From an optimization exercise on the open Yosys and OpenROAD flow, aimed at small area, a short achievable clock period and few clock cycles; shortcuts taken in it are not production practice.
Function was checked by simulation only, so behaviour that the tests miss may differ from the original.

`design/flow/run.sh`:
```
#!/bin/bash
# synth_recipe.tcl (not shown) runs the flow's synth.tcl, then flattens the netlist and writes it again
# the make line also repeats each setting of config.mk as NAME=value (left out here)
make -C /OpenROAD-flow-scripts/flow DESIGN_CONFIG=/design/flow/config.mk WORK_HOME=/design/flow/orfs CLKGATE_MAP_FILE= SYNTH_SCRIPT=/design/flow/synth_recipe.tcl finish
```
`design/flow/config.mk`:
```
export PLATFORM = sky130hd
export DESIGN_NAME = lms_weight_top
export DESIGN_NICKNAME = lms_weight_top
export VERILOG_FILES = /design/flow/design.v
export SDC_FILE = /design/flow/constraint.sdc
export NUM_CORES = 4
export LEC_CHECK = 0
export CAP_MARGIN = 20
export CORE_MARGIN = 2
export CORE_UTILIZATION = 40
export SETUP_SLACK_MARGIN = 5
export SLEW_MARGIN = 20
```
`design/flow/constraint.sdc`:
```
create_clock -name core_clock -period 10.0 [get_ports {clk}]
set_input_delay 2.0000 -clock core_clock [delete_from_list [all_inputs] [get_ports {clk}]]
set_output_delay 2.0000 -clock core_clock [all_outputs]
set_load 0.01 [all_outputs]
```
`design/flow/design.v`:
```
package lms_pkg;
    typedef logic signed [14-1:0] sample_t;
    typedef logic signed [16-1:0] weight_t;
    typedef logic signed [29-1:0] prod_t;
    typedef logic [5-1:0] tap_t;
    typedef enum logic [1:0] {
        UPD_IDLE  = 2'd0,
        UPD_MUL   = 2'd1,
        UPD_DIV   = 2'd2,
        UPD_WRITE = 2'd3
    } upd_state_t;
endpackage
`timescale 1ns/1ps
module lms_req_fifo (
    input  logic                     clk,
    input  logic                     rstn,
    input  logic                     push,
    input  lms_pkg::tap_t            push_tap,
    input  lms_pkg::sample_t         push_err,
    input  lms_pkg::sample_t         push_ref,
    input  logic [26:0]              push_nrm,
    input  logic                     pop,
    output logic                     head_valid,
    output logic [1:0]               count,
    output lms_pkg::tap_t            head_tap,
    output lms_pkg::sample_t         head_err,
    output lms_pkg::sample_t         head_ref,
    output logic [26:0]              head_nrm
);
    logic          v0, v1;
    lms_pkg::tap_t    tap1;
    lms_pkg::sample_t err1, ref1;
    logic [26:0]      nrm1;
    assign head_valid = v0;
    assign count      = {v0 & v1, v0 ^ v1};
    logic ld0, ld1, sel1;
    assign sel1 = v1;
    assign ld0  = pop ? (v1 | push) : (!v0 & push);
    assign ld1  = pop ? (v1 & push) : (v0 & !v1 & push);
    always_ff @(posedge clk or negedge rstn)
    begin
        if (!rstn)
        begin
            v0 <= 1'b0;
            v1 <= 1'b0;
        end
        else
        begin
            if (pop)
            begin
                v0 <= v1 | push;
                v1 <= v1 & push;
            end
            else if (!v0)
                v0 <= push;
            else if (!v1)
                v1 <= push;
        end
    end
    always_ff @(posedge clk)
    begin
        if (ld0)
        begin
            head_tap <= (pop && sel1) ? tap1 : push_tap;
            head_err <= (pop && sel1) ? err1 : push_err;
            head_ref <= (pop && sel1) ? ref1 : push_ref;
            head_nrm <= (pop && sel1) ? nrm1 : push_nrm;
        end
        if (ld1)
        begin
            tap1 <= push_tap;
            err1 <= push_err;
            ref1 <= push_ref;
            nrm1 <= push_nrm;
        end
    end
endmodule
`timescale 1ns/1ps
module lms_step_divider (
    input  logic                    clk,
    input  logic                    rstn,
    input  logic                    load,
    input  logic [26:0]             ld_a,
    input  logic [28:0]             ld_b,
    input  logic [3:0]              ld_cnt,
    input  logic                    ld_neg,
    input  logic                    res_ok,
    output logic                    free,
    output logic                    res_valid,
    output lms_pkg::weight_t        res_q,
    output logic                    res_neg
);
    logic        busy;
    logic        fin;
    logic [3:0]  cnt;
    logic [26:0] r;
    logic [28:0] b;
    logic [15:0] q;
    logic        neg;
    logic [29:0] h1, h2, h3;
    logic [30:0] d1, d2, d3;
    logic        ge1, ge2, ge3;
    logic [26:0] r_next;
    logic [15:0] q_next;
    logic        last;
    assign h1 = {2'b0, b[28:1]};
    assign h2 = {1'b0, b};
    assign h3 = {1'b0, b} + {2'b0, b[28:1]};
    assign d1 = {4'b0, r} - {1'b0, h1};
    assign d2 = {4'b0, r} - {1'b0, h2};
    assign d3 = {4'b0, r} - {1'b0, h3};
    assign ge1 = !d1[30];
    assign ge2 = !d2[30];
    assign ge3 = !d3[30];
    always_comb
    begin
        if (ge3)
        begin
            r_next = d3[26:0];
            q_next = {q[13:0], 2'd3};
        end
        else if (ge2)
        begin
            r_next = d2[26:0];
            q_next = {q[13:0], 2'd2};
        end
        else if (ge1)
        begin
            r_next = d1[26:0];
            q_next = {q[13:0], 2'd1};
        end
        else
        begin
            r_next = r;
            q_next = {q[13:0], 2'd0};
        end
    end
    assign last      = busy && (cnt == 4'd1);
    assign res_valid = last || fin;
    assign res_q     = fin ? q : q_next;
    assign res_neg   = neg;
    assign free      = !(busy || fin) || (res_valid && res_ok);
    always_ff @(posedge clk or negedge rstn)
    begin
        if (!rstn)
        begin
            busy <= 1'b0;
            fin  <= 1'b0;
        end
        else if (load)
        begin
            busy <= 1'b1;
            fin  <= 1'b0;
        end
        else if (last)
        begin
            busy <= 1'b0;
            fin  <= !res_ok;
        end
        else if (fin && res_ok)
            fin <= 1'b0;
    end
    always_ff @(posedge clk)
    begin
        if (load)
        begin
            cnt <= ld_cnt;
            r   <= ld_a;
            b   <= ld_b;
            q   <= '0;
            neg <= ld_neg;
        end
        else if (busy)
        begin
            cnt <= cnt - 1'b1;
            r   <= r_next;
            b   <= b >> 2;
            q   <= q_next;
        end
    end
endmodule
`timescale 1ns/1ps
module lms_weight_bank (
    input  logic              clk,
    input  logic              rstn,
    input  logic              wr_en,
    input  lms_pkg::tap_t     wr_tap,
    input  lms_pkg::weight_t  wr_data,
    input  lms_pkg::tap_t     cur_tap,
    input  lms_pkg::tap_t     rd_tap,
    output lms_pkg::weight_t  cur_weight,
    output lms_pkg::weight_t  rd_weight
);
    lms_pkg::weight_t     weights [32];
    logic [32-1:0] vld;
    assign cur_weight = vld[cur_tap] ? weights[cur_tap] : '0;
    always_ff @(posedge clk or negedge rstn)
    begin
        if (!rstn)
            vld <= '0;
        else if (wr_en)
            vld[wr_tap] <= 1'b1;
    end
    always_ff @(posedge clk)
    begin
        if (wr_en)
            weights[wr_tap] <= wr_data;
    end
    always_ff @(posedge clk)
    begin
        rd_weight <= vld[rd_tap] ? weights[rd_tap] : '0;
    end
endmodule
`timescale 1ns/1ps
module lms_update_ctrl #(
    parameter int CQ_N = 6
) (
    input  logic                     clk,
    input  logic                     rstn,
    input  logic                     req_valid,
    input  logic                     s_valid,
    input  logic [1:0]               s_count,
    input  lms_pkg::tap_t            s_tap,
    input  lms_pkg::sample_t         s_err,
    input  lms_pkg::sample_t         s_ref,
    input  logic [26:0]              s_nrm,
    output logic                     s_pop,
    output logic                     credit_return,
    output logic                     d_load,
    output logic [26:0]              d_a,
    output logic [28:0]              d_b,
    output logic [3:0]               d_cnt,
    output logic                     d_neg,
    input  logic                     d_free,
    input  logic                     d_res_valid,
    input  lms_pkg::weight_t         d_res_q,
    input  logic                     d_res_neg,
    output logic                     d_res_ok,
    input  lms_pkg::weight_t         cur_weight,
    output lms_pkg::tap_t            cur_tap,
    output logic                     wr_en,
    output lms_pkg::tap_t            wr_tap,
    output lms_pkg::weight_t         wr_data,
    output logic                     upd_done,
    output lms_pkg::tap_t            upd_tap
);
    function automatic logic [3:0] blen14(input logic [13:0] x);
        blen14 = '0;
        for (int i = 0; i < 14; i++)
            if (x[i]) blen14 = i + 1;
    endfunction
    function automatic logic [4:0] blen27(input logic [26:0] x);
        blen27 = '0;
        for (int i = 0; i < 27; i++)
            if (x[i]) blen27 = i + 1;
    endfunction
    logic [13:0] ea, fa;
    logic [26:0] na;
    logic [3:0]  le, lf;
    logic [4:0]  ln;
    logic [5:0]  lsum;
    logic [5:0]  kk;
    logic [3:0]  cyc;
    logic        zero;
    assign ea   = s_err[13] ? -s_err : s_err;
    assign fa   = s_ref[13] ? -s_ref : s_ref;
    assign na   = s_nrm[26] ? -s_nrm : s_nrm;
    logic [27:0] mul_s, mul_c;
    lms_mul14 mul_i (
        .a (s_err),
        .b (s_ref),
        .s (mul_s),
        .c (mul_c)
    );
    assign le   = blen14(ea);
    assign lf   = blen14(fa);
    assign ln   = blen27(na);
    assign lsum = {2'b0, le} + {2'b0, lf};
    assign kk   = lsum + 6'd2 - {1'b0, ln};
    assign cyc  = kk[4:1];
    assign zero = (le == 4'd0) || (lf == 4'd0) || (ln == 5'd0) || ({1'b0, ln} > lsum);
    logic               p_valid;
    logic               p_zero;
    lms_pkg::tap_t      p_tap;
    logic               p_neg;
    logic               p_psgn;
    logic [27:0]        p_ps;
    logic [27:0]        p_pc;
    logic [26:0]        p_na;
    logic [3:0]         p_cyc;
    logic p_go;
    logic cq_space;
    assign s_pop = s_valid && (!p_valid || p_go);
    always_ff @(posedge clk or negedge rstn)
    begin
        if (!rstn)
            p_valid <= 1'b0;
        else if (s_pop)
            p_valid <= 1'b1;
        else if (p_go)
            p_valid <= 1'b0;
    end
    always_ff @(posedge clk)
    begin
        if (s_pop)
        begin
            p_zero <= zero;
            p_tap  <= s_tap;
            p_neg  <= s_err[13] ^ s_ref[13] ^ s_nrm[26];
            p_psgn <= s_err[13] ^ s_ref[13];
            p_ps   <= mul_s;
            p_pc   <= mul_c;
            p_na   <= na;
            p_cyc  <= cyc;
        end
    end
    logic [27:0] cs_x, cs_y, cs_z, cs_s, cs_c;
    logic [27:0] p_mag;
    logic [26:0] p_a;
    logic [28:0] p_b;
    assign cs_x  = p_ps ^ {28{p_psgn}};
    assign cs_y  = p_pc ^ {28{p_psgn}};
    assign cs_z  = {26'd0, p_psgn, 1'b0};
    assign cs_s  = cs_x ^ cs_y ^ cs_z;
    assign cs_c  = {(cs_x[26:0] & cs_y[26:0]) | (cs_x[26:0] & cs_z[26:0]) | (cs_y[26:0] & cs_z[26:0]), 1'b0};
    assign p_mag = cs_s + cs_c;
    assign p_a   = p_mag[26:0];
    assign p_b = {1'b0, p_na, 1'b0} << {p_cyc - 4'd1, 1'b0};
    logic        m_valid;
    logic [26:0] m_a;
    logic [28:0] m_b;
    logic [3:0]  m_cyc;
    logic        m_neg;
    logic ld_m, ld_p, p_to_m;
    assign ld_m   = d_free && m_valid;
    assign ld_p   = d_free && !m_valid && p_valid && !p_zero && cq_space;
    assign p_go   = p_valid && cq_space && (p_zero || !m_valid || d_free);
    assign p_to_m = p_go && !p_zero && !ld_p;
    always_ff @(posedge clk or negedge rstn)
    begin
        if (!rstn)
            m_valid <= 1'b0;
        else if (p_to_m)
            m_valid <= 1'b1;
        else if (ld_m)
            m_valid <= 1'b0;
    end
    always_ff @(posedge clk)
    begin
        if (p_to_m)
        begin
            m_a   <= p_a;
            m_b   <= p_b;
            m_cyc <= p_cyc;
            m_neg <= p_neg;
        end
    end
    assign d_load = ld_m || ld_p;
    assign d_a    = m_valid ? m_a   : p_a;
    assign d_b    = m_valid ? m_b   : p_b;
    assign d_cnt  = m_valid ? m_cyc : p_cyc;
    assign d_neg  = m_valid ? m_neg : p_neg;
    logic [1:0] owed;
    logic [1:0] held;
    assign held = s_count + {1'b0, p_valid} - {1'b0, p_go};
    assign credit_return = (owed != 2'd0) && (held <= owed);
    always_ff @(posedge clk or negedge rstn)
    begin
        if (!rstn)
            owed <= '0;
        else
            owed <= owed + {1'b0, req_valid} - {1'b0, credit_return};
    end
    logic [1:0]       rr_v;
    logic [1:0][15:0] rr_q;
    logic [1:0]       rr_neg;
    logic             rr_take;
    logic             rr_put;
    logic [CQ_N-1:0]      cq_v;
    logic [CQ_N-1:0]      cq_div;
    logic [CQ_N-1:0][4:0] cq_tap;
    logic                 cq_pop;
    assign upd_done = cq_v[0] && (!cq_div[0] || rr_v[0]);
    assign upd_tap  = cq_tap[0];
    assign cq_pop   = upd_done;
    assign cq_space = !cq_v[CQ_N-1] || cq_pop;
    logic [CQ_N-1:0] cq_nv;    
    logic [CQ_N-1:0] cq_pv;    
    logic [CQ_N-1:0] cq_ins;   
    always_comb
    begin
        for (int i = 0; i < CQ_N; i++)
        begin
            cq_nv[i]  = cq_pop ? ((i + 1 < CQ_N) ? cq_v[(i + 1 < CQ_N) ? i + 1 : i] : 1'b0) : cq_v[i];
            cq_pv[i]  = (i == 0) ? 1'b1 : (cq_pop ? cq_v[i] : cq_v[(i > 0) ? i - 1 : 0]);
            cq_ins[i] = p_go && cq_pv[i] && !cq_nv[i];
        end
    end
    always_ff @(posedge clk or negedge rstn)
    begin
        if (!rstn)
            cq_v <= '0;
        else
            cq_v <= cq_nv | cq_ins;
    end
    always_ff @(posedge clk)
    begin
        for (int i = 0; i < CQ_N; i++)
        begin
            if (cq_ins[i])
            begin
                cq_tap[i] <= p_tap;
                cq_div[i] <= !p_zero;
            end
            else if (cq_pop)
            begin
                cq_tap[i] <= cq_tap[(i + 1 < CQ_N) ? i + 1 : i];
                cq_div[i] <= cq_div[(i + 1 < CQ_N) ? i + 1 : i];
            end
        end
    end
    assign rr_take  = upd_done && cq_div[0];
    assign d_res_ok = !rr_v[1] || rr_take;
    assign rr_put   = d_res_valid && d_res_ok;
    always_ff @(posedge clk or negedge rstn)
    begin
        if (!rstn)
            rr_v <= '0;
        else
        begin
            case ({rr_put, rr_take})
                2'b10:   rr_v <= {rr_v[0], 1'b1};
                2'b01:   rr_v <= {1'b0, rr_v[1]};
                default: rr_v <= rr_v;
            endcase
        end
    end
    always_ff @(posedge clk)
    begin
        if (rr_take)
        begin
            rr_q[0]   <= rr_v[1] ? rr_q[1] : d_res_q;
            rr_neg[0] <= rr_v[1] ? rr_neg[1] : d_res_neg;
        end
        else if (rr_put && !rr_v[0])
        begin
            rr_q[0]   <= d_res_q;
            rr_neg[0] <= d_res_neg;
        end
        if (rr_put && (rr_take ? rr_v[1] : rr_v[0]))
        begin
            rr_q[1]   <= d_res_q;
            rr_neg[1] <= d_res_neg;
        end
    end
    lms_pkg::tap_t    next_tap;
    lms_pkg::weight_t cw;
    assign next_tap = cq_pop ? cq_tap[1] : cq_tap[0];
    assign cur_tap  = next_tap;
    always_ff @(posedge clk)
    begin
        if (wr_en && (wr_tap == next_tap))
            cw <= wr_data;
        else
            cw <= cur_weight;
    end
    assign wr_en   = rr_take;
    assign wr_tap  = cq_tap[0];
    assign wr_data = cw + (rr_q[0] ^ {16{rr_neg[0]}}) + {15'd0, rr_neg[0]};
endmodule
module lms_mul14 (
    input  logic [13:0] a,
    input  logic [13:0] b,
    output logic [27:0] s,
    output logic [27:0] c
);
    logic t1, t2, t3, t4, t5, t6, t7, t8, t9, t10, t11, t12, t13, t14, t15, t16, t17, t18, t19, t20, t21, t22, t23, t24, t25, t26, t27, t28, t29, t30, t31, t32, t33, t34, t35, t36, t37, t38, t39, t40, t41, t42, t43, t44, t45, t46, t47, t48, t49, t50, t51, t52, t53, t54, t55, t56, t57, t58, t59, t60, t61, t62, t63, t64, t65, t66, t67, t68, t69, t70, t71, t72, t73, t74, t75, t76, t77, t78, t79, t80, t81, t82, t83, t84, t85, t86, t87, t88, t89, t90, t91, t92, t93, t94, t95, t96, t97, t98, t99, t100, t101, t102, t103, t104, t105, t106, t107, t108, t109, t110, t111, t112, t113, t114, t115, t116, t117, t118, t119, t120, t121, t122, t123, t124, t125, t126, t127, t128, t129, t130, t131, t132, t133, t134, t135, t136, t137, t138, t139, t140, t141, t142, t143, t144, t145, t146, t147, t148, t149, t150, t151, t152, t153, t154, t155, t156, t157, t158, t159, t160, t161, t162, t163, t164, t165, t166, t167, t168, t169, t170, t171, t172, t173, t174, t175, t176, t177, t178, t179, t180, t181, t182, t183, t184, t185, t186, t187, t188, t189, t190, t191, t192, t193, t194, t195, t196, t197, t198, t199, t200, t201, t202, t203, t204, t205, t206, t207, t208, t209, t210, t211, t212, t213, t214, t215, t216, t217, t218, t219, t220, t221, t222, t223, t224, t225, t226, t227, t228, t229, t230, t231, t232, t233, t234, t235, t236, t237, t238, t239, t240, t241, t242, t243, t244, t245, t246, t247, t248, t249, t250, t251, t252, t253, t254, t255, t256, t257, t258, t259, t260, t261, t262, t263, t264, t265, t266, t267, t268, t269, t270, t271, t272, t273, t274, t275, t276, t277, t278, t279, t280, t281, t282, t283, t284, t285, t286, t287, t288, t289, t290, t291, t292, t293, t294, t295, t296, t297, t298, t299, t300, t301, t302, t303, t304, t305, t306, t307, t308, t309, t310, t311, t312, t313, t314, t315, t316, t317, t318, t319, t320, t321, t322, t323, t324, t325, t326, t327, t328, t329, t330, t331, t332, t333, t334, t335, t336, t337, t338, t339, t340, t341, t342, t343, t344, t345, t346, t347, t348, t349, t350, t351, t352, t353, t354, t355, t356, t357, t358, t359, t360, t361, t362, t363, t364, t365, t366, t367, t368, t369, t370, t371, t372, t373, t374, t375, t376, t377, t378, t379, t380, t381, t382, t383, t384, t385, t386, t387, t388, t389, t390, t391, t392, t393, t394, t395, t396, t397, t398, t399, t400, t401, t402, t403, t404, t405, t406, t407, t408, t409, t410, t411, t412, t413, t414, t415, t416, t417, t418, t419, t420, t421, t422, t423, t424, t425, t426, t427, t428, t429, t430, t431, t432, t433, t434, t435, t436, t437, t438, t439, t440, t441, t442, t443, t444, t445, t446, t447, t448, t449, t450, t451, t452, t453, t454, t455, t456, t457, t458, t459, t460, t461, t462, t463, t464, t465, t466, t467, t468, t469, t470, t471, t472, t473, t474, t475, t476, t477, t478, t479, t480, t481, t482, t483, t484, t485, t486, t487, t488, t489, t490, t491, t492, t493, t494, t495, t496, t497, t498, t499, t500, t501, t502, t503, t504, t505, t506, t507, t508;
    assign t1 = (a[0] & b[0]);
    assign t2 = (a[0] & b[1]);
    assign t3 = (a[1] & b[0]);
    assign t4 = (a[0] & b[2]);
    assign t5 = (a[1] & b[1]);
    assign t6 = (a[2] & b[0]);
    assign t7 = (a[0] & b[3]);
    assign t8 = (a[1] & b[2]);
    assign t9 = (a[2] & b[1]);
    assign t10 = (a[3] & b[0]);
    assign t11 = (a[0] & b[4]);
    assign t12 = (a[1] & b[3]);
    assign t13 = (a[2] & b[2]);
    assign t14 = (a[3] & b[1]);
    assign t15 = (a[4] & b[0]);
    assign t16 = (a[0] & b[5]);
    assign t17 = (a[1] & b[4]);
    assign t18 = (a[2] & b[3]);
    assign t19 = (a[3] & b[2]);
    assign t20 = (a[4] & b[1]);
    assign t21 = (a[5] & b[0]);
    assign t22 = (a[0] & b[6]);
    assign t23 = (a[1] & b[5]);
    assign t24 = (a[2] & b[4]);
    assign t25 = (a[3] & b[3]);
    assign t26 = (a[4] & b[2]);
    assign t27 = (a[5] & b[1]);
    assign t28 = (a[6] & b[0]);
    assign t29 = (a[0] & b[7]);
    assign t30 = (a[1] & b[6]);
    assign t31 = (a[2] & b[5]);
    assign t32 = (a[3] & b[4]);
    assign t33 = (a[4] & b[3]);
    assign t34 = (a[5] & b[2]);
    assign t35 = (a[6] & b[1]);
    assign t36 = (a[7] & b[0]);
    assign t37 = (a[0] & b[8]);
    assign t38 = (a[1] & b[7]);
    assign t39 = (a[2] & b[6]);
    assign t40 = (a[3] & b[5]);
    assign t41 = (a[4] & b[4]);
    assign t42 = (a[5] & b[3]);
    assign t43 = (a[6] & b[2]);
    assign t44 = (a[7] & b[1]);
    assign t45 = (a[8] & b[0]);
    assign t46 = (a[0] & b[9]);
    assign t47 = (a[1] & b[8]);
    assign t48 = (a[2] & b[7]);
    assign t49 = (a[3] & b[6]);
    assign t50 = (a[4] & b[5]);
    assign t51 = (a[5] & b[4]);
    assign t52 = (a[6] & b[3]);
    assign t53 = (a[7] & b[2]);
    assign t54 = (a[8] & b[1]);
    assign t55 = (a[9] & b[0]);
    assign t56 = (a[0] & b[10]);
    assign t57 = (a[1] & b[9]);
    assign t58 = (a[2] & b[8]);
    assign t59 = (a[3] & b[7]);
    assign t60 = (a[4] & b[6]);
    assign t61 = (a[5] & b[5]);
    assign t62 = (a[6] & b[4]);
    assign t63 = (a[7] & b[3]);
    assign t64 = (a[8] & b[2]);
    assign t65 = (a[9] & b[1]);
    assign t66 = (a[10] & b[0]);
    assign t67 = (a[0] & b[11]);
    assign t68 = (a[1] & b[10]);
    assign t69 = (a[2] & b[9]);
    assign t70 = (a[3] & b[8]);
    assign t71 = (a[4] & b[7]);
    assign t72 = (a[5] & b[6]);
    assign t73 = (a[6] & b[5]);
    assign t74 = (a[7] & b[4]);
    assign t75 = (a[8] & b[3]);
    assign t76 = (a[9] & b[2]);
    assign t77 = (a[10] & b[1]);
    assign t78 = (a[11] & b[0]);
    assign t79 = (a[0] & b[12]);
    assign t80 = (a[1] & b[11]);
    assign t81 = (a[2] & b[10]);
    assign t82 = (a[3] & b[9]);
    assign t83 = (a[4] & b[8]);
    assign t84 = (a[5] & b[7]);
    assign t85 = (a[6] & b[6]);
    assign t86 = (a[7] & b[5]);
    assign t87 = (a[8] & b[4]);
    assign t88 = (a[9] & b[3]);
    assign t89 = (a[10] & b[2]);
    assign t90 = (a[11] & b[1]);
    assign t91 = (a[12] & b[0]);
    assign t92 = ~(a[0] & b[13]);
    assign t93 = (a[1] & b[12]);
    assign t94 = (a[2] & b[11]);
    assign t95 = (a[3] & b[10]);
    assign t96 = (a[4] & b[9]);
    assign t97 = (a[5] & b[8]);
    assign t98 = (a[6] & b[7]);
    assign t99 = (a[7] & b[6]);
    assign t100 = (a[8] & b[5]);
    assign t101 = (a[9] & b[4]);
    assign t102 = (a[10] & b[3]);
    assign t103 = (a[11] & b[2]);
    assign t104 = (a[12] & b[1]);
    assign t105 = ~(a[13] & b[0]);
    assign t106 = ~(a[1] & b[13]);
    assign t107 = (a[2] & b[12]);
    assign t108 = (a[3] & b[11]);
    assign t109 = (a[4] & b[10]);
    assign t110 = (a[5] & b[9]);
    assign t111 = (a[6] & b[8]);
    assign t112 = (a[7] & b[7]);
    assign t113 = (a[8] & b[6]);
    assign t114 = (a[9] & b[5]);
    assign t115 = (a[10] & b[4]);
    assign t116 = (a[11] & b[3]);
    assign t117 = (a[12] & b[2]);
    assign t118 = ~(a[13] & b[1]);
    assign t119 = ~(a[2] & b[13]);
    assign t120 = (a[3] & b[12]);
    assign t121 = (a[4] & b[11]);
    assign t122 = (a[5] & b[10]);
    assign t123 = (a[6] & b[9]);
    assign t124 = (a[7] & b[8]);
    assign t125 = (a[8] & b[7]);
    assign t126 = (a[9] & b[6]);
    assign t127 = (a[10] & b[5]);
    assign t128 = (a[11] & b[4]);
    assign t129 = (a[12] & b[3]);
    assign t130 = ~(a[13] & b[2]);
    assign t131 = ~(a[3] & b[13]);
    assign t132 = (a[4] & b[12]);
    assign t133 = (a[5] & b[11]);
    assign t134 = (a[6] & b[10]);
    assign t135 = (a[7] & b[9]);
    assign t136 = (a[8] & b[8]);
    assign t137 = (a[9] & b[7]);
    assign t138 = (a[10] & b[6]);
    assign t139 = (a[11] & b[5]);
    assign t140 = (a[12] & b[4]);
    assign t141 = ~(a[13] & b[3]);
    assign t142 = ~(a[4] & b[13]);
    assign t143 = (a[5] & b[12]);
    assign t144 = (a[6] & b[11]);
    assign t145 = (a[7] & b[10]);
    assign t146 = (a[8] & b[9]);
    assign t147 = (a[9] & b[8]);
    assign t148 = (a[10] & b[7]);
    assign t149 = (a[11] & b[6]);
    assign t150 = (a[12] & b[5]);
    assign t151 = ~(a[13] & b[4]);
    assign t152 = ~(a[5] & b[13]);
    assign t153 = (a[6] & b[12]);
    assign t154 = (a[7] & b[11]);
    assign t155 = (a[8] & b[10]);
    assign t156 = (a[9] & b[9]);
    assign t157 = (a[10] & b[8]);
    assign t158 = (a[11] & b[7]);
    assign t159 = (a[12] & b[6]);
    assign t160 = ~(a[13] & b[5]);
    assign t161 = ~(a[6] & b[13]);
    assign t162 = (a[7] & b[12]);
    assign t163 = (a[8] & b[11]);
    assign t164 = (a[9] & b[10]);
    assign t165 = (a[10] & b[9]);
    assign t166 = (a[11] & b[8]);
    assign t167 = (a[12] & b[7]);
    assign t168 = ~(a[13] & b[6]);
    assign t169 = ~(a[7] & b[13]);
    assign t170 = (a[8] & b[12]);
    assign t171 = (a[9] & b[11]);
    assign t172 = (a[10] & b[10]);
    assign t173 = (a[11] & b[9]);
    assign t174 = (a[12] & b[8]);
    assign t175 = ~(a[13] & b[7]);
    assign t176 = ~(a[8] & b[13]);
    assign t177 = (a[9] & b[12]);
    assign t178 = (a[10] & b[11]);
    assign t179 = (a[11] & b[10]);
    assign t180 = (a[12] & b[9]);
    assign t181 = ~(a[13] & b[8]);
    assign t182 = ~(a[9] & b[13]);
    assign t183 = (a[10] & b[12]);
    assign t184 = (a[11] & b[11]);
    assign t185 = (a[12] & b[10]);
    assign t186 = ~(a[13] & b[9]);
    assign t187 = ~(a[10] & b[13]);
    assign t188 = (a[11] & b[12]);
    assign t189 = (a[12] & b[11]);
    assign t190 = ~(a[13] & b[10]);
    assign t191 = ~(a[11] & b[13]);
    assign t192 = (a[12] & b[12]);
    assign t193 = ~(a[13] & b[11]);
    assign t194 = ~(a[12] & b[13]);
    assign t195 = ~(a[13] & b[12]);
    assign t196 = (a[13] & b[13]);
    assign t197 = t92 ^ t93;
    assign t198 = t92 & t93;
    assign t199 = t106 ^ t107 ^ t108;
    assign t200 = (t106 & t107) | (t106 & t108) | (t107 & t108);
    assign t201 = t46 ^ t47;
    assign t202 = t46 & t47;
    assign t203 = t56 ^ t57 ^ t58;
    assign t204 = (t56 & t57) | (t56 & t58) | (t57 & t58);
    assign t205 = t59 ^ t60;
    assign t206 = t59 & t60;
    assign t207 = t67 ^ t68 ^ t69;
    assign t208 = (t67 & t68) | (t67 & t69) | (t68 & t69);
    assign t209 = t70 ^ t71 ^ t72;
    assign t210 = (t70 & t71) | (t70 & t72) | (t71 & t72);
    assign t211 = t73 ^ t74;
    assign t212 = t73 & t74;
    assign t213 = t79 ^ t80 ^ t81;
    assign t214 = (t79 & t80) | (t79 & t81) | (t80 & t81);
    assign t215 = t82 ^ t83 ^ t84;
    assign t216 = (t82 & t83) | (t82 & t84) | (t83 & t84);
    assign t217 = t85 ^ t86 ^ t87;
    assign t218 = (t85 & t86) | (t85 & t87) | (t86 & t87);
    assign t219 = t88 ^ t89;
    assign t220 = t88 & t89;
    assign t221 = t197 ^ t94 ^ t95;
    assign t222 = (t197 & t94) | (t197 & t95) | (t94 & t95);
    assign t223 = t96 ^ t97 ^ t98;
    assign t224 = (t96 & t97) | (t96 & t98) | (t97 & t98);
    assign t225 = t99 ^ t100 ^ t101;
    assign t226 = (t99 & t100) | (t99 & t101) | (t100 & t101);
    assign t227 = t102 ^ t103 ^ t104;
    assign t228 = (t102 & t103) | (t102 & t104) | (t103 & t104);
    assign t229 = t199 ^ t109 ^ t110;
    assign t230 = (t199 & t109) | (t199 & t110) | (t109 & t110);
    assign t231 = t111 ^ t112 ^ t113;
    assign t232 = (t111 & t112) | (t111 & t113) | (t112 & t113);
    assign t233 = t114 ^ t115 ^ t116;
    assign t234 = (t114 & t115) | (t114 & t116) | (t115 & t116);
    assign t235 = t117 ^ t118 ^ 1'b1;
    assign t236 = (t117 & t118) | (t117 & 1'b1) | (t118 & 1'b1);
    assign t237 = t119 ^ t120 ^ t121;
    assign t238 = (t119 & t120) | (t119 & t121) | (t120 & t121);
    assign t239 = t122 ^ t123 ^ t124;
    assign t240 = (t122 & t123) | (t122 & t124) | (t123 & t124);
    assign t241 = t125 ^ t126 ^ t127;
    assign t242 = (t125 & t126) | (t125 & t127) | (t126 & t127);
    assign t243 = t128 ^ t129 ^ t130;
    assign t244 = (t128 & t129) | (t128 & t130) | (t129 & t130);
    assign t245 = t131 ^ t132 ^ t133;
    assign t246 = (t131 & t132) | (t131 & t133) | (t132 & t133);
    assign t247 = t134 ^ t135 ^ t136;
    assign t248 = (t134 & t135) | (t134 & t136) | (t135 & t136);
    assign t249 = t137 ^ t138 ^ t139;
    assign t250 = (t137 & t138) | (t137 & t139) | (t138 & t139);
    assign t251 = t142 ^ t143 ^ t144;
    assign t252 = (t142 & t143) | (t142 & t144) | (t143 & t144);
    assign t253 = t145 ^ t146 ^ t147;
    assign t254 = (t145 & t146) | (t145 & t147) | (t146 & t147);
    assign t255 = t152 ^ t153 ^ t154;
    assign t256 = (t152 & t153) | (t152 & t154) | (t153 & t154);
    assign t257 = t22 ^ t23;
    assign t258 = t22 & t23;
    assign t259 = t29 ^ t30 ^ t31;
    assign t260 = (t29 & t30) | (t29 & t31) | (t30 & t31);
    assign t261 = t32 ^ t33;
    assign t262 = t32 & t33;
    assign t263 = t37 ^ t38 ^ t39;
    assign t264 = (t37 & t38) | (t37 & t39) | (t38 & t39);
    assign t265 = t40 ^ t41 ^ t42;
    assign t266 = (t40 & t41) | (t40 & t42) | (t41 & t42);
    assign t267 = t43 ^ t44;
    assign t268 = t43 & t44;
    assign t269 = t201 ^ t48 ^ t49;
    assign t270 = (t201 & t48) | (t201 & t49) | (t48 & t49);
    assign t271 = t50 ^ t51 ^ t52;
    assign t272 = (t50 & t51) | (t50 & t52) | (t51 & t52);
    assign t273 = t53 ^ t54 ^ t55;
    assign t274 = (t53 & t54) | (t53 & t55) | (t54 & t55);
    assign t275 = t203 ^ t205 ^ t61;
    assign t276 = (t203 & t205) | (t203 & t61) | (t205 & t61);
    assign t277 = t62 ^ t63 ^ t64;
    assign t278 = (t62 & t63) | (t62 & t64) | (t63 & t64);
    assign t279 = t65 ^ t66 ^ t202;
    assign t280 = (t65 & t66) | (t65 & t202) | (t66 & t202);
    assign t281 = t207 ^ t209 ^ t211;
    assign t282 = (t207 & t209) | (t207 & t211) | (t209 & t211);
    assign t283 = t75 ^ t76 ^ t77;
    assign t284 = (t75 & t76) | (t75 & t77) | (t76 & t77);
    assign t285 = t78 ^ t204 ^ t206;
    assign t286 = (t78 & t204) | (t78 & t206) | (t204 & t206);
    assign t287 = t213 ^ t215 ^ t217;
    assign t288 = (t213 & t215) | (t213 & t217) | (t215 & t217);
    assign t289 = t219 ^ t90 ^ t91;
    assign t290 = (t219 & t90) | (t219 & t91) | (t90 & t91);
    assign t291 = t208 ^ t210 ^ t212;
    assign t292 = (t208 & t210) | (t208 & t212) | (t210 & t212);
    assign t293 = t221 ^ t223 ^ t225;
    assign t294 = (t221 & t223) | (t221 & t225) | (t223 & t225);
    assign t295 = t227 ^ t105 ^ t214;
    assign t296 = (t227 & t105) | (t227 & t214) | (t105 & t214);
    assign t297 = t216 ^ t218 ^ t220;
    assign t298 = (t216 & t218) | (t216 & t220) | (t218 & t220);
    assign t299 = t229 ^ t231 ^ t233;
    assign t300 = (t229 & t231) | (t229 & t233) | (t231 & t233);
    assign t301 = t235 ^ t198 ^ t222;
    assign t302 = (t235 & t198) | (t235 & t222) | (t198 & t222);
    assign t303 = t224 ^ t226 ^ t228;
    assign t304 = (t224 & t226) | (t224 & t228) | (t226 & t228);
    assign t305 = t237 ^ t239 ^ t241;
    assign t306 = (t237 & t239) | (t237 & t241) | (t239 & t241);
    assign t307 = t243 ^ t200 ^ t230;
    assign t308 = (t243 & t200) | (t243 & t230) | (t200 & t230);
    assign t309 = t232 ^ t234 ^ t236;
    assign t310 = (t232 & t234) | (t232 & t236) | (t234 & t236);
    assign t311 = t245 ^ t247 ^ t249;
    assign t312 = (t245 & t247) | (t245 & t249) | (t247 & t249);
    assign t313 = t140 ^ t141 ^ t238;
    assign t314 = (t140 & t141) | (t140 & t238) | (t141 & t238);
    assign t315 = t240 ^ t242 ^ t244;
    assign t316 = (t240 & t242) | (t240 & t244) | (t242 & t244);
    assign t317 = t251 ^ t253 ^ t148;
    assign t318 = (t251 & t253) | (t251 & t148) | (t253 & t148);
    assign t319 = t149 ^ t150 ^ t151;
    assign t320 = (t149 & t150) | (t149 & t151) | (t150 & t151);
    assign t321 = t246 ^ t248 ^ t250;
    assign t322 = (t246 & t248) | (t246 & t250) | (t248 & t250);
    assign t323 = t255 ^ t155 ^ t156;
    assign t324 = (t255 & t155) | (t255 & t156) | (t155 & t156);
    assign t325 = t157 ^ t158 ^ t159;
    assign t326 = (t157 & t158) | (t157 & t159) | (t158 & t159);
    assign t327 = t160 ^ t252 ^ t254;
    assign t328 = (t160 & t252) | (t160 & t254) | (t252 & t254);
    assign t329 = t161 ^ t162 ^ t163;
    assign t330 = (t161 & t162) | (t161 & t163) | (t162 & t163);
    assign t331 = t164 ^ t165 ^ t166;
    assign t332 = (t164 & t165) | (t164 & t166) | (t165 & t166);
    assign t333 = t167 ^ t168 ^ t256;
    assign t334 = (t167 & t168) | (t167 & t256) | (t168 & t256);
    assign t335 = t169 ^ t170 ^ t171;
    assign t336 = (t169 & t170) | (t169 & t171) | (t170 & t171);
    assign t337 = t172 ^ t173 ^ t174;
    assign t338 = (t172 & t173) | (t172 & t174) | (t173 & t174);
    assign t339 = t176 ^ t177 ^ t178;
    assign t340 = (t176 & t177) | (t176 & t178) | (t177 & t178);
    assign t341 = t11 ^ t12;
    assign t342 = t11 & t12;
    assign t343 = t16 ^ t17 ^ t18;
    assign t344 = (t16 & t17) | (t16 & t18) | (t17 & t18);
    assign t345 = t19 ^ t20;
    assign t346 = t19 & t20;
    assign t347 = t257 ^ t24 ^ t25;
    assign t348 = (t257 & t24) | (t257 & t25) | (t24 & t25);
    assign t349 = t26 ^ t27 ^ t28;
    assign t350 = (t26 & t27) | (t26 & t28) | (t27 & t28);
    assign t351 = t259 ^ t261 ^ t34;
    assign t352 = (t259 & t261) | (t259 & t34) | (t261 & t34);
    assign t353 = t35 ^ t36 ^ t258;
    assign t354 = (t35 & t36) | (t35 & t258) | (t36 & t258);
    assign t355 = t263 ^ t265 ^ t267;
    assign t356 = (t263 & t265) | (t263 & t267) | (t265 & t267);
    assign t357 = t45 ^ t260 ^ t262;
    assign t358 = (t45 & t260) | (t45 & t262) | (t260 & t262);
    assign t359 = t269 ^ t271 ^ t273;
    assign t360 = (t269 & t271) | (t269 & t273) | (t271 & t273);
    assign t361 = t264 ^ t266 ^ t268;
    assign t362 = (t264 & t266) | (t264 & t268) | (t266 & t268);
    assign t363 = t275 ^ t277 ^ t279;
    assign t364 = (t275 & t277) | (t275 & t279) | (t277 & t279);
    assign t365 = t270 ^ t272 ^ t274;
    assign t366 = (t270 & t272) | (t270 & t274) | (t272 & t274);
    assign t367 = t281 ^ t283 ^ t285;
    assign t368 = (t281 & t283) | (t281 & t285) | (t283 & t285);
    assign t369 = t276 ^ t278 ^ t280;
    assign t370 = (t276 & t278) | (t276 & t280) | (t278 & t280);
    assign t371 = t287 ^ t289 ^ t291;
    assign t372 = (t287 & t289) | (t287 & t291) | (t289 & t291);
    assign t373 = t282 ^ t284 ^ t286;
    assign t374 = (t282 & t284) | (t282 & t286) | (t284 & t286);
    assign t375 = t293 ^ t295 ^ t297;
    assign t376 = (t293 & t295) | (t293 & t297) | (t295 & t297);
    assign t377 = t288 ^ t290 ^ t292;
    assign t378 = (t288 & t290) | (t288 & t292) | (t290 & t292);
    assign t379 = t299 ^ t301 ^ t303;
    assign t380 = (t299 & t301) | (t299 & t303) | (t301 & t303);
    assign t381 = t294 ^ t296 ^ t298;
    assign t382 = (t294 & t296) | (t294 & t298) | (t296 & t298);
    assign t383 = t305 ^ t307 ^ t309;
    assign t384 = (t305 & t307) | (t305 & t309) | (t307 & t309);
    assign t385 = t300 ^ t302 ^ t304;
    assign t386 = (t300 & t302) | (t300 & t304) | (t302 & t304);
    assign t387 = t311 ^ t313 ^ t315;
    assign t388 = (t311 & t313) | (t311 & t315) | (t313 & t315);
    assign t389 = t306 ^ t308 ^ t310;
    assign t390 = (t306 & t308) | (t306 & t310) | (t308 & t310);
    assign t391 = t317 ^ t319 ^ t321;
    assign t392 = (t317 & t319) | (t317 & t321) | (t319 & t321);
    assign t393 = t312 ^ t314 ^ t316;
    assign t394 = (t312 & t314) | (t312 & t316) | (t314 & t316);
    assign t395 = t323 ^ t325 ^ t327;
    assign t396 = (t323 & t325) | (t323 & t327) | (t325 & t327);
    assign t397 = t318 ^ t320 ^ t322;
    assign t398 = (t318 & t320) | (t318 & t322) | (t320 & t322);
    assign t399 = t329 ^ t331 ^ t333;
    assign t400 = (t329 & t331) | (t329 & t333) | (t331 & t333);
    assign t401 = t324 ^ t326 ^ t328;
    assign t402 = (t324 & t326) | (t324 & t328) | (t326 & t328);
    assign t403 = t335 ^ t337 ^ t175;
    assign t404 = (t335 & t337) | (t335 & t175) | (t337 & t175);
    assign t405 = t330 ^ t332 ^ t334;
    assign t406 = (t330 & t332) | (t330 & t334) | (t332 & t334);
    assign t407 = t339 ^ t179 ^ t180;
    assign t408 = (t339 & t179) | (t339 & t180) | (t179 & t180);
    assign t409 = t181 ^ t336 ^ t338;
    assign t410 = (t181 & t336) | (t181 & t338) | (t336 & t338);
    assign t411 = t182 ^ t183 ^ t184;
    assign t412 = (t182 & t183) | (t182 & t184) | (t183 & t184);
    assign t413 = t185 ^ t186 ^ t340;
    assign t414 = (t185 & t186) | (t185 & t340) | (t186 & t340);
    assign t415 = t187 ^ t188 ^ t189;
    assign t416 = (t187 & t188) | (t187 & t189) | (t188 & t189);
    assign t417 = t7 ^ t8;
    assign t418 = t7 & t8;
    assign t419 = t341 ^ t13 ^ t14;
    assign t420 = (t341 & t13) | (t341 & t14) | (t13 & t14);
    assign t421 = t343 ^ t345 ^ t21;
    assign t422 = (t343 & t345) | (t343 & t21) | (t345 & t21);
    assign t423 = t347 ^ t349 ^ t344;
    assign t424 = (t347 & t349) | (t347 & t344) | (t349 & t344);
    assign t425 = t351 ^ t353 ^ t348;
    assign t426 = (t351 & t353) | (t351 & t348) | (t353 & t348);
    assign t427 = t355 ^ t357 ^ t352;
    assign t428 = (t355 & t357) | (t355 & t352) | (t357 & t352);
    assign t429 = t359 ^ t361 ^ t356;
    assign t430 = (t359 & t361) | (t359 & t356) | (t361 & t356);
    assign t431 = t363 ^ t365 ^ t360;
    assign t432 = (t363 & t365) | (t363 & t360) | (t365 & t360);
    assign t433 = t367 ^ t369 ^ t364;
    assign t434 = (t367 & t369) | (t367 & t364) | (t369 & t364);
    assign t435 = t371 ^ t373 ^ t368;
    assign t436 = (t371 & t373) | (t371 & t368) | (t373 & t368);
    assign t437 = t375 ^ t377 ^ t372;
    assign t438 = (t375 & t377) | (t375 & t372) | (t377 & t372);
    assign t439 = t379 ^ t381 ^ t376;
    assign t440 = (t379 & t381) | (t379 & t376) | (t381 & t376);
    assign t441 = t383 ^ t385 ^ t380;
    assign t442 = (t383 & t385) | (t383 & t380) | (t385 & t380);
    assign t443 = t387 ^ t389 ^ t384;
    assign t444 = (t387 & t389) | (t387 & t384) | (t389 & t384);
    assign t445 = t391 ^ t393 ^ t388;
    assign t446 = (t391 & t393) | (t391 & t388) | (t393 & t388);
    assign t447 = t395 ^ t397 ^ t392;
    assign t448 = (t395 & t397) | (t395 & t392) | (t397 & t392);
    assign t449 = t399 ^ t401 ^ t396;
    assign t450 = (t399 & t401) | (t399 & t396) | (t401 & t396);
    assign t451 = t403 ^ t405 ^ t400;
    assign t452 = (t403 & t405) | (t403 & t400) | (t405 & t400);
    assign t453 = t407 ^ t409 ^ t404;
    assign t454 = (t407 & t409) | (t407 & t404) | (t409 & t404);
    assign t455 = t411 ^ t413 ^ t408;
    assign t456 = (t411 & t413) | (t411 & t408) | (t413 & t408);
    assign t457 = t415 ^ t190 ^ t412;
    assign t458 = (t415 & t190) | (t415 & t412) | (t190 & t412);
    assign t459 = t191 ^ t192 ^ t193;
    assign t460 = (t191 & t192) | (t191 & t193) | (t192 & t193);
    assign t461 = t4 ^ t5;
    assign t462 = t4 & t5;
    assign t463 = t417 ^ t9 ^ t10;
    assign t464 = (t417 & t9) | (t417 & t10) | (t9 & t10);
    assign t465 = t419 ^ t15 ^ t418;
    assign t466 = (t419 & t15) | (t419 & t418) | (t15 & t418);
    assign t467 = t421 ^ t342 ^ t420;
    assign t468 = (t421 & t342) | (t421 & t420) | (t342 & t420);
    assign t469 = t423 ^ t346 ^ t422;
    assign t470 = (t423 & t346) | (t423 & t422) | (t346 & t422);
    assign t471 = t425 ^ t350 ^ t424;
    assign t472 = (t425 & t350) | (t425 & t424) | (t350 & t424);
    assign t473 = t427 ^ t354 ^ t426;
    assign t474 = (t427 & t354) | (t427 & t426) | (t354 & t426);
    assign t475 = t429 ^ t358 ^ t428;
    assign t476 = (t429 & t358) | (t429 & t428) | (t358 & t428);
    assign t477 = t431 ^ t362 ^ t430;
    assign t478 = (t431 & t362) | (t431 & t430) | (t362 & t430);
    assign t479 = t433 ^ t366 ^ t432;
    assign t480 = (t433 & t366) | (t433 & t432) | (t366 & t432);
    assign t481 = t435 ^ t370 ^ t434;
    assign t482 = (t435 & t370) | (t435 & t434) | (t370 & t434);
    assign t483 = t437 ^ t374 ^ t436;
    assign t484 = (t437 & t374) | (t437 & t436) | (t374 & t436);
    assign t485 = t439 ^ t378 ^ t438;
    assign t486 = (t439 & t378) | (t439 & t438) | (t378 & t438);
    assign t487 = t441 ^ t382 ^ t440;
    assign t488 = (t441 & t382) | (t441 & t440) | (t382 & t440);
    assign t489 = t443 ^ t386 ^ t442;
    assign t490 = (t443 & t386) | (t443 & t442) | (t386 & t442);
    assign t491 = t445 ^ t390 ^ t444;
    assign t492 = (t445 & t390) | (t445 & t444) | (t390 & t444);
    assign t493 = t447 ^ t394 ^ t446;
    assign t494 = (t447 & t394) | (t447 & t446) | (t394 & t446);
    assign t495 = t449 ^ t398 ^ t448;
    assign t496 = (t449 & t398) | (t449 & t448) | (t398 & t448);
    assign t497 = t451 ^ t402 ^ t450;
    assign t498 = (t451 & t402) | (t451 & t450) | (t402 & t450);
    assign t499 = t453 ^ t406 ^ t452;
    assign t500 = (t453 & t406) | (t453 & t452) | (t406 & t452);
    assign t501 = t455 ^ t410 ^ t454;
    assign t502 = (t455 & t410) | (t455 & t454) | (t410 & t454);
    assign t503 = t457 ^ t414 ^ t456;
    assign t504 = (t457 & t414) | (t457 & t456) | (t414 & t456);
    assign t505 = t459 ^ t416 ^ t458;
    assign t506 = (t459 & t416) | (t459 & t458) | (t416 & t458);
    assign t507 = t194 ^ t195 ^ t460;
    assign t508 = (t194 & t195) | (t194 & t460) | (t195 & t460);
    assign s = {1'b1, t196, t507, t505, t503, t501, t499, t497, t495, t493, t491, t489, t487, t485, t483, t481, t479, t477, t475, t473, t471, t469, t467, t465, t463, t461, t2, t1};
    assign c = {1'b0, t508, t506, t504, t502, t500, t498, t496, t494, t492, t490, t488, t486, t484, t482, t480, t478, t476, t474, t472, t470, t468, t466, t464, t462, t6, t3, 1'b0};
endmodule
`timescale 1ns/1ps
module lms_weight_top (
    input  logic                     clk,
    input  logic                     rstn,
    input  logic                     req_valid,
    input  lms_pkg::tap_t            req_tap,
    input  lms_pkg::sample_t         req_err,
    input  lms_pkg::sample_t         req_ref,
    input  logic [32-1:0]  req_power,
    input  lms_pkg::tap_t            rd_tap,
    output logic                     credit_return,
    output logic                     upd_done,
    output lms_pkg::tap_t            upd_tap,
    output lms_pkg::weight_t         rd_weight
);
    logic                     s_valid;
    logic                     s_pop;
    logic [1:0]               s_count;
    lms_pkg::tap_t            s_tap;
    lms_pkg::sample_t         s_err;
    lms_pkg::sample_t         s_ref;
    logic [26:0]              s_nrm;
    logic                     d_load;
    logic [26:0]              d_a;
    logic [28:0]              d_b;
    logic [3:0]               d_cnt;
    logic                     d_neg;
    logic                     d_free;
    logic                     d_res_valid;
    lms_pkg::weight_t         d_res_q;
    logic                     d_res_neg;
    logic                     d_res_ok;
    lms_pkg::tap_t            cur_tap;
    lms_pkg::weight_t         cur_weight;
    logic                     wr_en;
    lms_pkg::tap_t            wr_tap;
    lms_pkg::weight_t         wr_data;
    lms_req_fifo fifo_i (
        .clk        (clk),
        .rstn       (rstn),
        .push       (req_valid),
        .push_tap   (req_tap),
        .push_err   (req_err),
        .push_ref   (req_ref),
        .push_nrm   (req_power[32-1:5]),
        .pop        (s_pop),
        .head_valid (s_valid),
        .count      (s_count),
        .head_tap   (s_tap),
        .head_err   (s_err),
        .head_ref   (s_ref),
        .head_nrm   (s_nrm)
    );
    lms_update_ctrl ctrl_i (
        .clk           (clk),
        .rstn          (rstn),
        .req_valid     (req_valid),
        .s_valid       (s_valid),
        .s_count       (s_count),
        .s_tap         (s_tap),
        .s_err         (s_err),
        .s_ref         (s_ref),
        .s_nrm         (s_nrm),
        .s_pop         (s_pop),
        .credit_return (credit_return),
        .d_load        (d_load),
        .d_a           (d_a),
        .d_b           (d_b),
        .d_cnt         (d_cnt),
        .d_neg         (d_neg),
        .d_free        (d_free),
        .d_res_valid   (d_res_valid),
        .d_res_q       (d_res_q),
        .d_res_neg     (d_res_neg),
        .d_res_ok      (d_res_ok),
        .cur_weight    (cur_weight),
        .cur_tap       (cur_tap),
        .wr_en         (wr_en),
        .wr_tap        (wr_tap),
        .wr_data       (wr_data),
        .upd_done      (upd_done),
        .upd_tap       (upd_tap)
    );
    lms_step_divider div_i (
        .clk       (clk),
        .rstn      (rstn),
        .load      (d_load),
        .ld_a      (d_a),
        .ld_b      (d_b),
        .ld_cnt    (d_cnt),
        .ld_neg    (d_neg),
        .res_ok    (d_res_ok),
        .free      (d_free),
        .res_valid (d_res_valid),
        .res_q     (d_res_q),
        .res_neg   (d_res_neg)
    );
    lms_weight_bank bank_i (
        .clk        (clk),
        .rstn       (rstn),
        .wr_en      (wr_en),
        .wr_tap     (wr_tap),
        .wr_data    (wr_data),
        .cur_tap    (cur_tap),
        .rd_tap     (rd_tap),
        .cur_weight (cur_weight),
        .rd_weight  (rd_weight)
    );
endmodule
```
==> results_dict.tcl, run 1 <==
set metrics [dict create \
    status "timing/DRC/antenna clean" \
    mostFrequentLayoutCells "910 x edfxtp_1, 810 x nand2_1, 306 x nand3_1" \
    grt_pass1_vias 40600 \
    async_flop_share 0.0475 \
    synth_cell_types 96 \
    layout_commonest_cell "edfxtp_1" \
    fin_crit_sh 0.560 \
    dieArea_sq_um 152000 \
    yosys_warnings 4 \
    cts-buffers-inserted 109 \
    reg2reg_depth 21 \
    grt_max_degree 168 \
    root_buffer "clkbuf_16" \
    io_pins 96 \
    fin_crit_ns 5.60 \
    synth.yosys.seq_area_share 0.496 \
    critPathLaunchType "register" \
    antenna_found_initial 2 \
    gp_congestion 0.812 \
    hpwl_microns 96900 \
    syn_inst 5113 \
    ys.flop_type "edfxtp_1" \
    instances_no_fill 7172 \
    dr_total_vias 40400 \
    avgSynthCellArea_sq_um 11.7 \
    overflow 0 \
    synth_fp_nets 5558 \
    clock-skew-final_ns 0.0639 \
    start_util 0.403 \
    grt_usage 0.201 \
    post-route-drc-count 0 \
    finalMaxSlewViolations 0 \
    antenna_cells 0 \
    via_per_inst 5.64 \
    fillCellCount 13300 \
    fin_nets 5594 \
    setup-violations-final 0 \
    synth_area_sq_um 59600 \
    required_ns 8.00 \
    clock-sinks 1011 \
    wl_per_cell_microns 21.5 \
    max-slew-margin-rel 0.232 \
    dp_cells 6918 \
    first_iter_violations 3188 \
    rsz0062_at_grt "true" \
    fmax_mhz 179 \
    insertion_delay_ns 0.77 \
    portBuffers 90 \
    cap_violations 0 \
    final_antenna_net_count 0 \
    hold_buffers 0 \
    hp-class "reg2reg" \
    die_y_microns 390 \
    cts_max_level 3 \
    synth_area_leaders "edfxtp_1 46%, mux4_2 6.6%, fa_1 5.9%" \
    synth-edff-count 910 \
    drive_above_1_share 0.150 \
    hold_viol 0 \
    tightestPinTransition_ns 1.15 \
    synth_largest_area_cell "edfxtp_1" \
    ys_ff_latch 1011 \
    grt_pass1_wl_microns 238000 \
    end_kind "primary output" \
    critPathKind "reg2out" \
    finalSetupTns_ns 0 \
    synth_top_area_frac 0.458 \
    holdPathStages 0 \
    die_w_microns 390 \
    wirelength_microns 154000 \
    tritoncts "built" \
    final_core_util 0.455 \
    cts_buffer_depth 3 \
    core-area_sq_um 148000 \
    row_count 141 \
    arrival_ns 3.60 \
    cp_max_fo 2 \
    clk_pin_slew_ns 0.06 \
    dr.pass1.iters 6 \
    area_delta_synth_final_pct 12.9 \
]
-- final timing paths --
check | slack (ns) | startpoint | end
max | 4.40 | div_i.cnt[0] | credit_return
min | 0.42 | fifo_i.head_tap[4] | ctrl_i.p_tap[4]
max reg2reg | 5.17 | fifo_i.head_ref[1] | ctrl_i.p_zero
min reg2reg | 0.42 | fifo_i.head_tap[4] | ctrl_i.p_tap[4]
max in group asynchronous | 8.11 | rstn | div_i.fin
min in group asynchronous | 1.35 | rstn | bank_i.vld[25]
-- routing by layer --
layer	routed length [microns]	global-route usage
met5	0	0
met4	4330	0.0590
met3	9770	0.0289
met2	75100	0.340
met1	65200	0.269
-- per-stage QoR --
step | instance area (sq um) | hold WS [ns] | setup WS, ns
2_1_floorplan | 59600 | 0.400 | 5.01
3_3_place_gp | 62800 | 0.404 | 3.93
3_5_place_dp | 62800 | 0.405 | 3.94
4_1_cts | 66800 | 0.419 | 4.23
5_1_grt | 67300 | 0.438 | 4.20
6_report | 67300 | 0.418 | 4.40
-- critical path, cell delays in order, from the launching register on --
cell and delay (ns):
edfxtp_1 0.44, ha_4 0.20, a31oi_4 0.16, nand2b_4 0.16, o21a_4 0.15, nand2_4 0.06
o21bai_4 0.14, buf_6 0.13, inv_4 0.04, ha_4 0.25, inv_2 0.03, ha_4 0.15
xnor2_2 0.12, xnor2_1 0.13, ha_1 0.30, buf_4 0.14, a21oi_2 0.12, a21oi_2 0.05
buf_2 0.13
-- final cells by class --
cell class,count,area [sq um],area share
flip-flops and latches,1011,29600,0.440
well taps,1930,2410,0.0359
clock inverters,62,741,0.0110
inverters,246,937,0.0139
multi-input cells,3553,28600,0.426
clock buffers,142,2960,0.0440
repair buffers,228,1990,0.0296
-- sequential cells by signal (all words and copies together) (netlist names), 28 cells and up --
signal	cells
bank_i.weights	512
ctrl_i.cq_tap	30
ctrl_i.rr_q	32
ctrl_i.m_b	28
bank_i.vld	32
div_i.b	29
-- cells in the mapped netlist, types with 117 or more instances --
library cell and number:
edfxtp_1 910, mux4_2 176, inv_1 242, fa_1 176, mux2_2 134, clkbuf_1 198
a21oi_1 191, o21ai_0 117, xor2_1 129, nor2_1 246, nand3_1 307, and2_1 141
ha_1 196, nand2_1 813
-- what timing repair did --
action,4_1_cts,5_1_grt
setup buffers,16,33
cloned,0,0
setup endpoints to repair,7,53
gates resized for setup,41,31
pin swaps,15,22
-- logic make-up after synthesis --
kind of cell	synth area share
AOI/OAI and AO/OA	0.0938
muxes	0.106
and+or+nand+nor	0.134
xor gates and xnor gates	0.0336
adders and majority gates	0.100
DFF	0.496
buffers and inverters	0.0360
Testbench counts, summed over its fixed seeds: cycles 4,479.
==> run 2, diff against run 1 <==
--- a/design/flow/config.mk
+++ b/design/flow/config.mk
@@ -10,3 +10,2 @@
 export CORE_UTILIZATION = 40
-export SETUP_SLACK_MARGIN = 5
 export SLEW_MARGIN = 20
==> run 2 against run 1 <==
Flip-flop and latch count unchanged. Routed wire length decreased by 2.3%. Via count decreased by 0.79%. Synthesized area unchanged. Design area decreased by 0.73%. Critical endpoint unchanged.
==> results_dict.tcl, run 2 <==
set metrics [dict create \
    wl_met3_microns 9690 \
    fin_nets 5546 \
    fmax_mhz 148 \
    portBuffers 90 \
    cap_violations 0 \
    overflow 0 \
    gp_congestion 0.844 \
    mostFrequentLayoutCells "910 x edfxtp_1, 812 x nand2_1, 307 x nand3_1" \
    yosys_warnings 4 \
    root_buffer "clkbuf_16" \
    async_flop_share 0.0475 \
    row_count 141 \
    final_core_util 0.452 \
    grt_usage 0.198 \
    hold_viol 0 \
    status "timing/DRC/antenna clean" \
    insertion_delay_ns 0.77 \
    layout_commonest_cell "edfxtp_1" \
    tritoncts "built" \
    synth_area_leaders "edfxtp_1 46%, mux4_2 6.6%, fa_1 5.9%" \
    critPathLaunchType "register" \
    finalMaxSlewViolations 0 \
    synth-edff-count 910 \
    grt_pass1_vias 40100 \
    drive_above_1_share 0.134 \
    die_w_microns 390 \
    cp_cell_sequence "a31oi_1, nand2b_1, o21a_1, nand2_1, o21bai_1, buf_4, inv_1, ha_1, inv_1, ha_1, xnor2_1, xnor2_1, ha_1, a21oi_1, a21oi_1, a21oi_1, clkdlybuf4s50_1" \
    post_cts_buffers 0 \
    wirelength_microns 151000 \
    critPathKind "reg2out" \
    top_regs "bank_i.weights: 512 flops, bank_i.vld: 32 flops, ctrl_i.rr_q: 32 flops" \
    hpwl_microns 96600 \
    worst_path_largest_cell_delay_ns 0.65 \
    placed_area_sq_um 62900 \
    arrival_ns 4.75 \
    synth.yosys.seq_area_share 0.496 \
    required_ns 8.00 \
    place_ws_ns 3.97 \
    wl_per_cell_microns 21.2 \
    postLayoutCellArea_sq_um 66800 \
    clock-skew-final_ns 0.0749 \
    crit_slowest_cell "dfrtp_1" \
    area_delta_synth_final_pct 12.0 \
    core-area_sq_um 148000 \
    cts_resized 0 \
    fin_ws_ns 3.25 \
    synth.most_common_cell "edfxtp_1" \
    via_per_inst 5.63 \
    synth_largest_area_cell "edfxtp_1" \
    tightestPinTransition_ns 1.05 \
    met2_length_microns 72400 \
    io_pins 96 \
    avgSynthCellArea_sq_um 11.7 \
    max-slew-margin-rel 0.303 \
    fin_crit_sh 0.675 \
    synth_fp_nets 5558 \
    finalSetupTns_ns 0 \
    met1Wirelength_microns 64200 \
    synth_area_sq_um 59600 \
    hold_buffers 0 \
    post-route-drc-count 0 \
    dr_total_vias 40100 \
    grt_pass1_wl_microns 234000 \
    start_util 0.403 \
    cts_max_level 3 \
    synth_commonest_cells "910 x edfxtp_1, 813 x nand2_1, 307 x nand3_1, 246 x nor2_1, 242 x inv_1" \
    setup-violations-final 0 \
    cp_max_fo 18 \
    clk_pin_slew_ns 0.06 \
    hp-class "reg2reg" \
    ys_ff_latch 1011 \
    first_iter_violations 3393 \
    syn_inst 5113 \
    dr.pass1.iters 6 \
    largest_reg_flops 512 \
    antenna_cells 0 \
    synth_cell_types 96 \
    clock-sinks 1011 \
    end_kind "primary output" \
    dieArea_sq_um 152000 \
    final_antenna_net_count 0 \
    regMostFlops "bank_i.weights" \
    ys.flop_type "edfxtp_1" \
    synth_top_area_frac 0.458 \
    die_y_microns 390 \
    highest_layer "met4" \
    rsz0062_at_grt "false" \
    cts-buffers-inserted 110 \
    cts_buffer_depth 3 \
    grt_max_degree 169 \
    fin_crit_ns 6.75 \
    antenna_found_initial 0 \
]
run 2: logic make-up (layout without fill, tap and decap cells):
kind of cell | after synthesis | in the layout | share of synthesized area
adder cells (fa/ha/maj) | 372 | 372 | 0.100
XOR/XNOR | 227 | 227 | 0.0336
AND/OR/NAND/NOR | 1750 | 1750 | 0.134
AO/OA/AOI/OAI | 807 | 807 | 0.0938
multiplexers | 397 | 397 | 0.106
buffers and inverters | 549 | 632 | 0.0360
flip-flops | 1011 | 1011 | 0.496
run 2: layout make-up:
| cell class | instances | area [sq um] |
|---|---|---|
| well taps | 1930 | 2410 |
| flip-flops and latches | 1011 | 29600 |
| clock inverters | 62 | 872 |
| clock buffers | 145 | 3050 |
| fillers | 13400 | 81100 |
| repair buffers | 179 | 1600 |
| inverters | 246 | 926 |
| multi-input cells | 3553 | 28300 |
run 2: metrics by stage:
| step | std cells | hold WS [ns] |
|---|---|---|
| 2_1_floorplan | 5113 | 0.400 |
| 3_3_place_gp | 6919 | 0.403 |
| 3_5_place_dp | 6919 | 0.407 |
| 4_1_cts | 7126 | 0.421 |
| 5_1_grt | 7126 | 0.430 |
| 6_report | 7126 | 0.417 |
run 2: worst paths after layout:
check	startpoint	to	slack (ns)	depth (start not counted)
min in group asynchronous	rstn	bank_i.vld[17]	1.37	2
min reg2reg	fifo_i.head_tap[3]	ctrl_i.p_tap[3]	0.42	0
max	div_i.fin	credit_return	3.25	17
max in group asynchronous	rstn	ctrl_i.m_valid	8.10	2
max reg2reg	fifo_i.head_ref[1]	ctrl_i.p_cyc[3]	4.36	21
min	fifo_i.head_tap[3]	ctrl_i.p_tap[3]	0.42	0
run 2: critical path: cells and delay by family, from the launching register on:
| family | cells | cell delay, ns |
|---|---|---|
| compound gates | 6 | 1.10 |
| xor+xnor | 2 | 0.32 |
| fa+ha+maj | 3 | 0.71 |
| buf+inv | 4 | 0.96 |
| flops | 1 | 0.65 |
| simple gates | 2 | 0.31 |
run 2: per-layer routing:
metal / GRT usage / up-vias
met4: 0.0653 / 0
li1: - / 18700
met3: 0.0266 / 252
met5: 0 / -
met1: 0.267 / 19800
met2: 0.329 / 1327

==> port drivers added, routing unchanged <==
Ports are ideal in the flow. The routed layouts listed here were re-timed in OpenROAD.
Step 1 assumes that a clkbuf_16 drives the clock port and a buf_2 every other input.
Step 2 moves the port delays by t, midway between the first and last clock arrival at a register: inputs arrive t later, outputs are due t later. That takes back most of the time a late clock gives input paths.
Slacks: no drivers / after step 1 / after step 2; pairs: no drivers / after step 1.
| run | shift t [ns] | setup WS [ns] | hold WS [ns] | worst setup path after step 2 |
|---|---|---|---|---|
| run 1 | 0.816 | 4.401 / 4.324 / 4.528 | 0.418 / 0.418 / 0.418 | input to register |
| run 2 | 0.812 | 3.250 / 3.166 / 3.978 | 0.417 / 0.417 / 0.417 | register to output |
After both steps every run listed still meets setup and hold.
